From an optimization exercise on the open Yosys and OpenROAD flow, aimed at small area and a short achievable clock period; shortcuts taken in it are not production practice.
The RTL was checked by simulation tests, not by an equivalence proof against the original design.

==> sierra <==
Design dct_row_top, start of the top module:
module dct_row_top (
  input  logic        clk_i,
  input  logic        rst_i,
  input  logic        px_valid_i,
  input  logic [7:0]  px_data_i,
  output logic        coef_valid_o,
  output logic [11:0] coef_data_o,
  output logic [2:0]  coef_index_o
);
export LEC_CHECK = 0
export CAP_MARGIN = 20
export CORE_MARGIN = 2
export CORE_UTILIZATION = 40
export CTS_BUF_LIST = sky130_fd_sc_hd__clkbuf_4
export SETUP_SLACK_MARGIN = 3.6
export SLEW_MARGIN = 20
create_clock -name core_clock -period 6.0 [get_ports {clk_i}]
run.sh (not shown) runs the stock make flow with config.mk's settings and CLKGATE_MAP_FILE= SYNTH_SCRIPT=/design/flow/synth_recipe.tcl, a recipe that flattens the netlist after the stock synthesis.
==> xenon (differences from sierra) <==
- SETUP_SLACK_MARGIN: 3.6 -> 3.4
==> juniper (differences from sierra) <==
--- a/flow/design.v
+++ b/flow/design.v
@@ -49,65 +49,69 @@
   else if (busy) begin kc <= kc + 3'd1; if (&kc) busy <= 1'b0; end
 always_ff @(posedge clk_i) begin
   n1 <= n1_nx; n2 <= n2_nx; odd <= kc_nx[0];
 end
 logic [8:0] u0, u1, u2, u3;
 logic a0, a3, ca, b1, b2, cb;           
 logic a0_nx, a3_nx, ca_nx, b1_nx, b2_nx, cb_nx;
-logic sw, k04, oddu, o1, o3, o5, o7;    
+logic oddu, o1, o3, o5, o7;    
+logic ep_a, ep_b, eq_a, eq_b, er_a, er_b, es_a, es_b;
 always_comb begin
   case (kc)
     3'd0: begin a0_nx = 1'b0; a3_nx = 1'b0; ca_nx = 1'b0; b1_nx = 1'b0; b2_nx = 1'b0; cb_nx = 1'b0; end
     3'd2: begin a0_nx = 1'b0; a3_nx = 1'b1; ca_nx = 1'b1; b1_nx = 1'b0; b2_nx = 1'b1; cb_nx = 1'b1; end
     3'd4: begin a0_nx = 1'b0; a3_nx = 1'b0; ca_nx = 1'b0; b1_nx = 1'b1; b2_nx = 1'b1; cb_nx = 1'b0; end
-    3'd6: begin a0_nx = 1'b0; a3_nx = 1'b1; ca_nx = 1'b1; b1_nx = 1'b0; b2_nx = 1'b1; cb_nx = 1'b1; end
+    3'd6: begin a0_nx = 1'b0; a3_nx = 1'b1; ca_nx = 1'b1; b1_nx = 1'b1; b2_nx = 1'b0; cb_nx = 1'b1; end
     default: begin a0_nx = 1'b0; a3_nx = 1'b0; ca_nx = 1'b0; b1_nx = 1'b0; b2_nx = 1'b0; cb_nx = 1'b0; end
   endcase
 end
 logic [2:0] ku;
 logic       vu;
 always_ff @(posedge clk_i) begin
   u0 <= 9'(y0 ^ {8{n1[0]}}) + 9'(y7 ^ {8{n2[0]}}) + 9'(odd);
   u1 <= 9'(y1 ^ {8{n1[1]}}) + 9'(y6 ^ {8{n2[1]}}) + 9'(odd);
   u2 <= 9'(y2 ^ {8{n1[2]}}) + 9'(y5 ^ {8{n2[2]}}) + 9'(odd);
   u3 <= 9'(y3 ^ {8{n1[3]}}) + 9'(y4 ^ {8{n2[3]}}) + 9'(odd);
   ku <= kc;
   a0 <= a0_nx; a3 <= a3_nx; ca <= ca_nx; b1 <= b1_nx; b2 <= b2_nx; cb <= cb_nx;
-  sw <= (kc == 3'd6); k04 <= (kc == 3'd0) | (kc == 3'd4); oddu <= kc[0];
+  oddu <= kc[0];
+  ep_a <= (kc == 3'd0) | (kc == 3'd2) | (kc == 3'd4);
+  ep_b <= (kc == 3'd6);
+  eq_a <= (kc == 3'd6);
+  eq_b <= (kc == 3'd0) | (kc == 3'd2) | (kc == 3'd4);
+  er_a <= (kc == 3'd6);
+  er_b <= (kc == 3'd2);
+  es_a <= (kc == 3'd0) | (kc == 3'd2) | (kc == 3'd4);
+  es_b <= (kc == 3'd6);
   o1 <= (kc == 3'd1); o3 <= (kc == 3'd3); o5 <= (kc == 3'd5); o7 <= (kc == 3'd7);
 end
 always_ff @(posedge clk_i, posedge rst_i)
   if (rst_i) vu <= 1'b0; else vu <= busy;
 logic [9:0] al, be;
 logic [9:0] vp;
 logic [9:0] vq;
 logic [9:0] vr;
 logic [9:0] vs;
 logic c_k0, c_k4, c_k26, c_odd;    
 logic       vv;
-logic [8:0] ua, ub, uc, ud;
-assign ua = sw ? u2 : u0;
-assign ub = sw ? u1 : u3;
-assign uc = sw ? u0 : u1;
-assign ud = sw ? u3 : u2;
-assign al = 10'(ua ^ {9{a0}}) + 10'(ub ^ {9{a3}}) + 10'(ca);
-assign be = 10'(uc ^ {9{b1}}) + 10'(ud ^ {9{b2}}) + 10'(cb);
+assign al = 10'(u0 ^ {9{a0}}) + 10'(u3 ^ {9{a3}}) + 10'(ca);
+assign be = 10'(u1 ^ {9{b1}}) + 10'(u2 ^ {9{b2}}) + 10'(cb);
 logic [8:0] pm_p;
 assign pm_p = ({9{o1}} & u0) | ({9{o3}} & u2) | ({9{o5}} & u1) | ({9{o7}} & u3);
 logic [8:0] pm_q;
 assign pm_q = ({9{o1}} & u1) | ({9{o3}} & u0) | ({9{o5}} & u3) | ({9{o7}} & u2);
 logic [8:0] pm_r;
 assign pm_r = ({9{o1}} & u2) | ({9{o3}} & u3) | ({9{o5}} & u0) | ({9{o7}} & u1);
 logic [8:0] pm_s;
 assign pm_s = ({9{o1}} & u3) | ({9{o3}} & u1) | ({9{o5}} & u2) | ({9{o7}} & u0);
 always_ff @(posedge clk_i) begin
-  vp <= oddu ? {1'b0, pm_p} : al;
-  vq <= oddu ? {1'b0, pm_q} : be;
-  vr <= oddu ? {1'b0, pm_r} : (be & {10{~k04}});
-  vs <= oddu ? {1'b0, pm_s} : al;
+  vp <= ({10{oddu}} & {1'b0, pm_p}) | ({10{ep_a}} & al) | ({10{ep_b}} & be);
+  vq <= ({10{oddu}} & {1'b0, pm_q}) | ({10{eq_a}} & al) | ({10{eq_b}} & be);
+  vr <= ({10{oddu}} & {1'b0, pm_r}) | ({10{er_a}} & al) | ({10{er_b}} & be);
+  vs <= ({10{oddu}} & {1'b0, pm_s}) | ({10{es_a}} & al) | ({10{es_b}} & be);
   c_k0 <= (ku == 3'd0); c_k4 <= (ku == 3'd4); c_k26 <= (ku == 3'd2) | (ku == 3'd6); c_odd <= ku[0];
 end
 always_ff @(posedge clk_i, posedge rst_i)
   if (rst_i) vv <= 1'b0; else vv <= vu;
 logic row_p0_en;
 logic row_p0_ng;
 logic [9:0] row_p0;
- SETUP_SLACK_MARGIN: 3.6 -> 3.5
==> ember (differences from sierra) <==
--- a/flow/design.v
+++ b/flow/design.v
@@ -49,65 +49,69 @@
   else if (busy) begin kc <= kc + 3'd1; if (&kc) busy <= 1'b0; end
 always_ff @(posedge clk_i) begin
   n1 <= n1_nx; n2 <= n2_nx; odd <= kc_nx[0];
 end
 logic [8:0] u0, u1, u2, u3;
 logic a0, a3, ca, b1, b2, cb;           
 logic a0_nx, a3_nx, ca_nx, b1_nx, b2_nx, cb_nx;
-logic sw, k04, oddu, o1, o3, o5, o7;    
+logic oddu, o1, o3, o5, o7;    
+logic ep_a, ep_b, eq_a, eq_b, er_a, er_b, es_a, es_b;
 always_comb begin
   case (kc)
     3'd0: begin a0_nx = 1'b0; a3_nx = 1'b0; ca_nx = 1'b0; b1_nx = 1'b0; b2_nx = 1'b0; cb_nx = 1'b0; end
     3'd2: begin a0_nx = 1'b0; a3_nx = 1'b1; ca_nx = 1'b1; b1_nx = 1'b0; b2_nx = 1'b1; cb_nx = 1'b1; end
     3'd4: begin a0_nx = 1'b0; a3_nx = 1'b0; ca_nx = 1'b0; b1_nx = 1'b1; b2_nx = 1'b1; cb_nx = 1'b0; end
-    3'd6: begin a0_nx = 1'b0; a3_nx = 1'b1; ca_nx = 1'b1; b1_nx = 1'b0; b2_nx = 1'b1; cb_nx = 1'b1; end
+    3'd6: begin a0_nx = 1'b0; a3_nx = 1'b1; ca_nx = 1'b1; b1_nx = 1'b1; b2_nx = 1'b0; cb_nx = 1'b1; end
     default: begin a0_nx = 1'b0; a3_nx = 1'b0; ca_nx = 1'b0; b1_nx = 1'b0; b2_nx = 1'b0; cb_nx = 1'b0; end
   endcase
 end
 logic [2:0] ku;
 logic       vu;
 always_ff @(posedge clk_i) begin
   u0 <= 9'(y0 ^ {8{n1[0]}}) + 9'(y7 ^ {8{n2[0]}}) + 9'(odd);
   u1 <= 9'(y1 ^ {8{n1[1]}}) + 9'(y6 ^ {8{n2[1]}}) + 9'(odd);
   u2 <= 9'(y2 ^ {8{n1[2]}}) + 9'(y5 ^ {8{n2[2]}}) + 9'(odd);
   u3 <= 9'(y3 ^ {8{n1[3]}}) + 9'(y4 ^ {8{n2[3]}}) + 9'(odd);
   ku <= kc;
   a0 <= a0_nx; a3 <= a3_nx; ca <= ca_nx; b1 <= b1_nx; b2 <= b2_nx; cb <= cb_nx;
-  sw <= (kc == 3'd6); k04 <= (kc == 3'd0) | (kc == 3'd4); oddu <= kc[0];
+  oddu <= kc[0];
+  ep_a <= (kc == 3'd0) | (kc == 3'd2) | (kc == 3'd4);
+  ep_b <= (kc == 3'd6);
+  eq_a <= (kc == 3'd6);
+  eq_b <= (kc == 3'd0) | (kc == 3'd2) | (kc == 3'd4);
+  er_a <= (kc == 3'd6);
+  er_b <= (kc == 3'd2);
+  es_a <= (kc == 3'd0) | (kc == 3'd2) | (kc == 3'd4);
+  es_b <= (kc == 3'd6);
   o1 <= (kc == 3'd1); o3 <= (kc == 3'd3); o5 <= (kc == 3'd5); o7 <= (kc == 3'd7);
 end
 always_ff @(posedge clk_i, posedge rst_i)
   if (rst_i) vu <= 1'b0; else vu <= busy;
 logic [9:0] al, be;
 logic [9:0] vp;
 logic [9:0] vq;
 logic [9:0] vr;
 logic [9:0] vs;
 logic c_k0, c_k4, c_k26, c_odd;    
 logic       vv;
-logic [8:0] ua, ub, uc, ud;
-assign ua = sw ? u2 : u0;
-assign ub = sw ? u1 : u3;
-assign uc = sw ? u0 : u1;
-assign ud = sw ? u3 : u2;
-assign al = 10'(ua ^ {9{a0}}) + 10'(ub ^ {9{a3}}) + 10'(ca);
-assign be = 10'(uc ^ {9{b1}}) + 10'(ud ^ {9{b2}}) + 10'(cb);
+assign al = 10'(u0 ^ {9{a0}}) + 10'(u3 ^ {9{a3}}) + 10'(ca);
+assign be = 10'(u1 ^ {9{b1}}) + 10'(u2 ^ {9{b2}}) + 10'(cb);
 logic [8:0] pm_p;
 assign pm_p = ({9{o1}} & u0) | ({9{o3}} & u2) | ({9{o5}} & u1) | ({9{o7}} & u3);
 logic [8:0] pm_q;
 assign pm_q = ({9{o1}} & u1) | ({9{o3}} & u0) | ({9{o5}} & u3) | ({9{o7}} & u2);
 logic [8:0] pm_r;
 assign pm_r = ({9{o1}} & u2) | ({9{o3}} & u3) | ({9{o5}} & u0) | ({9{o7}} & u1);
 logic [8:0] pm_s;
 assign pm_s = ({9{o1}} & u3) | ({9{o3}} & u1) | ({9{o5}} & u2) | ({9{o7}} & u0);
 always_ff @(posedge clk_i) begin
-  vp <= oddu ? {1'b0, pm_p} : al;
-  vq <= oddu ? {1'b0, pm_q} : be;
-  vr <= oddu ? {1'b0, pm_r} : (be & {10{~k04}});
-  vs <= oddu ? {1'b0, pm_s} : al;
+  vp <= ({10{oddu}} & {1'b0, pm_p}) | ({10{ep_a}} & al) | ({10{ep_b}} & be);
+  vq <= ({10{oddu}} & {1'b0, pm_q}) | ({10{eq_a}} & al) | ({10{eq_b}} & be);
+  vr <= ({10{oddu}} & {1'b0, pm_r}) | ({10{er_a}} & al) | ({10{er_b}} & be);
+  vs <= ({10{oddu}} & {1'b0, pm_s}) | ({10{es_a}} & al) | ({10{es_b}} & be);
   c_k0 <= (ku == 3'd0); c_k4 <= (ku == 3'd4); c_k26 <= (ku == 3'd2) | (ku == 3'd6); c_odd <= ku[0];
 end
 always_ff @(posedge clk_i, posedge rst_i)
   if (rst_i) vv <= 1'b0; else vv <= vu;
 logic row_p0_en;
 logic row_p0_ng;
 logic [9:0] row_p0;
@@ -608,20 +612,20 @@
 wire cc137 = (cq_17_3 & cc118) | (cq_17_3 & cs119) | (cc118 & cs119);
 wire cs138 = cq_18_3 ^ cc119 ^ cs120;
 wire cc138 = (cq_18_3 & cc119) | (cq_18_3 & cs120) | (cc119 & cs120);
 wire cs139 = cq_19_0 ^ cq_19_1 ^ cc120;
 wire cc139 = (cq_19_0 & cq_19_1) | (cq_19_0 & cc120) | (cq_19_1 & cc120);
 logic [10:0] lowsum;
 assign lowsum = {1'b0, cc128, cc127, cc126, cc125, cc124, cc123, cc122, cc121, cs121, cq_0_0} + {1'b0, cs129, cs128, cs127, cs126, cs125, cs124, cs123, cs122, cs103, cq_0_1};
+logic cr_lowc;
+always_ff @(posedge clk_i) cr_lowc <= lowsum[10];
 logic cr_10_0;
 always_ff @(posedge clk_i) cr_10_0 <= cc129;
 logic cr_10_1;
 always_ff @(posedge clk_i) cr_10_1 <= cs130;
-logic cr_10_2;
-always_ff @(posedge clk_i) cr_10_2 <= lowsum[10];
 logic cr_11_0;
 always_ff @(posedge clk_i) cr_11_0 <= cc130;
 logic cr_11_1;
 always_ff @(posedge clk_i) cr_11_1 <= cs131;
 logic cr_12_0;
 always_ff @(posedge clk_i) cr_12_0 <= cc131;
 logic cr_12_1;
@@ -655,40 +659,20 @@
 logic cr_19_1;
 always_ff @(posedge clk_i) cr_19_1 <= cs139;
 logic cr_20_0;
 always_ff @(posedge clk_i) cr_20_0 <= cc139;
 logic vc2;
 always_ff @(posedge clk_i, posedge rst_i)
   if (rst_i) vc2 <= 1'b0; else vc2 <= vc;
-wire cs140 = cr_10_0 ^ cr_10_1;
-wire cc140 = cr_10_0 & cr_10_1;
-wire cs141 = cr_11_0 ^ cr_11_1;
-wire cc141 = cr_11_0 & cr_11_1;
-wire cs142 = cr_12_0 ^ cr_12_1;
-wire cc142 = cr_12_0 & cr_12_1;
-wire cs143 = cr_13_0 ^ cr_13_1;
-wire cc143 = cr_13_0 & cr_13_1;
-wire cs144 = cr_14_0 ^ cr_14_1;
-wire cc144 = cr_14_0 & cr_14_1;
-wire cs145 = cr_15_0 ^ cr_15_1;
-wire cc145 = cr_15_0 & cr_15_1;
-wire cs146 = cr_16_0 ^ cr_16_1;
-wire cc146 = cr_16_0 & cr_16_1;
-wire cs147 = cr_17_0 ^ cr_17_1;
-wire cc147 = cr_17_0 & cr_17_1;
-wire cs148 = cr_18_0 ^ cr_18_1;
-wire cc148 = cr_18_0 & cr_18_1;
-wire cs149 = cr_19_0 ^ cr_19_1;
-wire cc149 = cr_19_0 & cr_19_1;
-wire cs150 = 1'b1 ^ cr_20_0;
-wire cc150 = 1'b1 & cr_20_0;
 logic [21:0] fa, fb, fsum;
-assign fa = {cc150, cc149, cc148, cc147, cc146, cc145, cc144, cc143, cc142, cc141, cc140, cs140, 1'b0, 1'b0, 1'b0, 1'b0, 1'b0, 1'b0, 1'b0, 1'b0, 1'b0, 1'b0};
-assign fb = {1'b1, cs150, cs149, cs148, cs147, cs146, cs145, cs144, cs143, cs142, cs141, cr_10_2, 1'b0, 1'b0, 1'b0, 1'b0, 1'b0, 1'b0, 1'b0, 1'b0, 1'b0, 1'b0};
-assign fsum = fa + fb;
+assign fa = {1'b1, cr_20_0, cr_19_0, cr_18_0, cr_17_0, cr_16_0, cr_15_0, cr_14_0, cr_13_0, cr_12_0, cr_11_0, cr_10_0, 1'b0, 1'b0, 1'b0, 1'b0, 1'b0, 1'b0, 1'b0, 1'b0, 1'b0, 1'b0};
+assign fb = {1'b0, 1'b1, cr_19_1, cr_18_1, cr_17_1, cr_16_1, cr_15_1, cr_14_1, cr_13_1, cr_12_1, cr_11_1, cr_10_1, 1'b0, 1'b0, 1'b0, 1'b0, 1'b0, 1'b0, 1'b0, 1'b0, 1'b0, 1'b0};
+logic [12:0] fhi;
+assign fhi = {fa[21:10], 1'b1} + {fb[21:10], cr_lowc};
+assign fsum = {fhi[12:1], 10'd0};
 always_ff @(posedge clk_i) coef_data_o <= fsum[21:10];
 always_ff @(posedge clk_i, posedge rst_i)
   if (rst_i) coef_valid_o <= 1'b0; else coef_valid_o <= vc2;
 always_ff @(posedge clk_i, posedge rst_i)
   if (rst_i) coef_index_o <= 3'd0; else if (coef_valid_o) coef_index_o <= coef_index_o + 3'd1;
 endmodule
 `default_nettype wire
- CTS_BUF_LIST: sky130_fd_sc_hd__clkbuf_4 -> sky130_fd_sc_hd__clkbuf_8
- SETUP_SLACK_MARGIN: 3.6 -> 3.4
==> qor summary <==
| metric | sierra | juniper | xenon | ember |
|---|---|---|---|---|
| Logic inverters | 202 | 194 | 202 | 190 |
| Run status | no timing/DRC/antenna violations | no timing/DRC/antenna violations | no timing/DRC/antenna violations | no timing/DRC/antenna violations |
| Number of signal-net buffers in the layout | 76 | 48 | 65 | 40 |
| Relative area of non-clock buffer cells in the final design | 3.18% | 1.91% | 2.90% | 1.89% |
| Routability congestion estimate from global placement | 0.875 | 0.881 | 0.868 | 0.902 |
| Area share of fa/ha/maj cells after synthesis | 22.8% | 23.3% | 22.8% | 22.6% |
| Post-Syn Instances | 1,430 | 1,374 | 1,430 | 1,374 |
| Wire length of the first global-routing pass | 57,200 um | 53,900 um | 55,800 um | 52,400 um |
| Fraction of standard cell area in multi-input logic | 42.7% | 42.0% | 42.8% | 41.8% |
| Proportion of register bits with asynchronous set or reset after synthesis | 4.36% | 4.35% | 4.36% | 4.35% |
| Flip-flop and latch count after synthesis | 344 | 345 | 344 | 345 |
| Crit share post-route | 44.1% | 42.5% | 43.4% | 43.0% |
| Post-route clock skew | 0.0654 ns | 0.0580 ns | 0.0824 ns | 0.0212 ns |

port drivers added, routing unchanged:
In the flow no input, the clock included, has a driving cell. The finished layouts below were timed again as built, in two steps. Step 1 sets driving cells, clkbuf_16 on the clock port and buf_2 on the other inputs (assumed; they add their load-dependent delay and slew). Step 2 moves the port delays by t, midway between the first and last clock arrival at a register: inputs arrive t later, outputs are due t later. That takes back most of the time a late clock gives input paths. a / b / c = ideal / step 1 / step 2; a / b = the first two.
run	t (ns)	setup slack, ns	latest minus earliest clock arrival (ns)
sierra	0.823	3.354 / 3.354 / 3.314	0.066 / 0.066
xenon	0.832	3.398 / 3.398 / 2.917	0.083 / 0.082
juniper	0.848	3.450 / 3.434 / 3.186	0.058 / 0.058
ember	0.666	3.418 / 3.418 / 2.968	0.026 / 0.026
After both steps setup and hold are still met in every run listed. The setup slack of xenon, which loses most, moves by 0.000 ns with the drivers and by -0.481 ns with both steps.
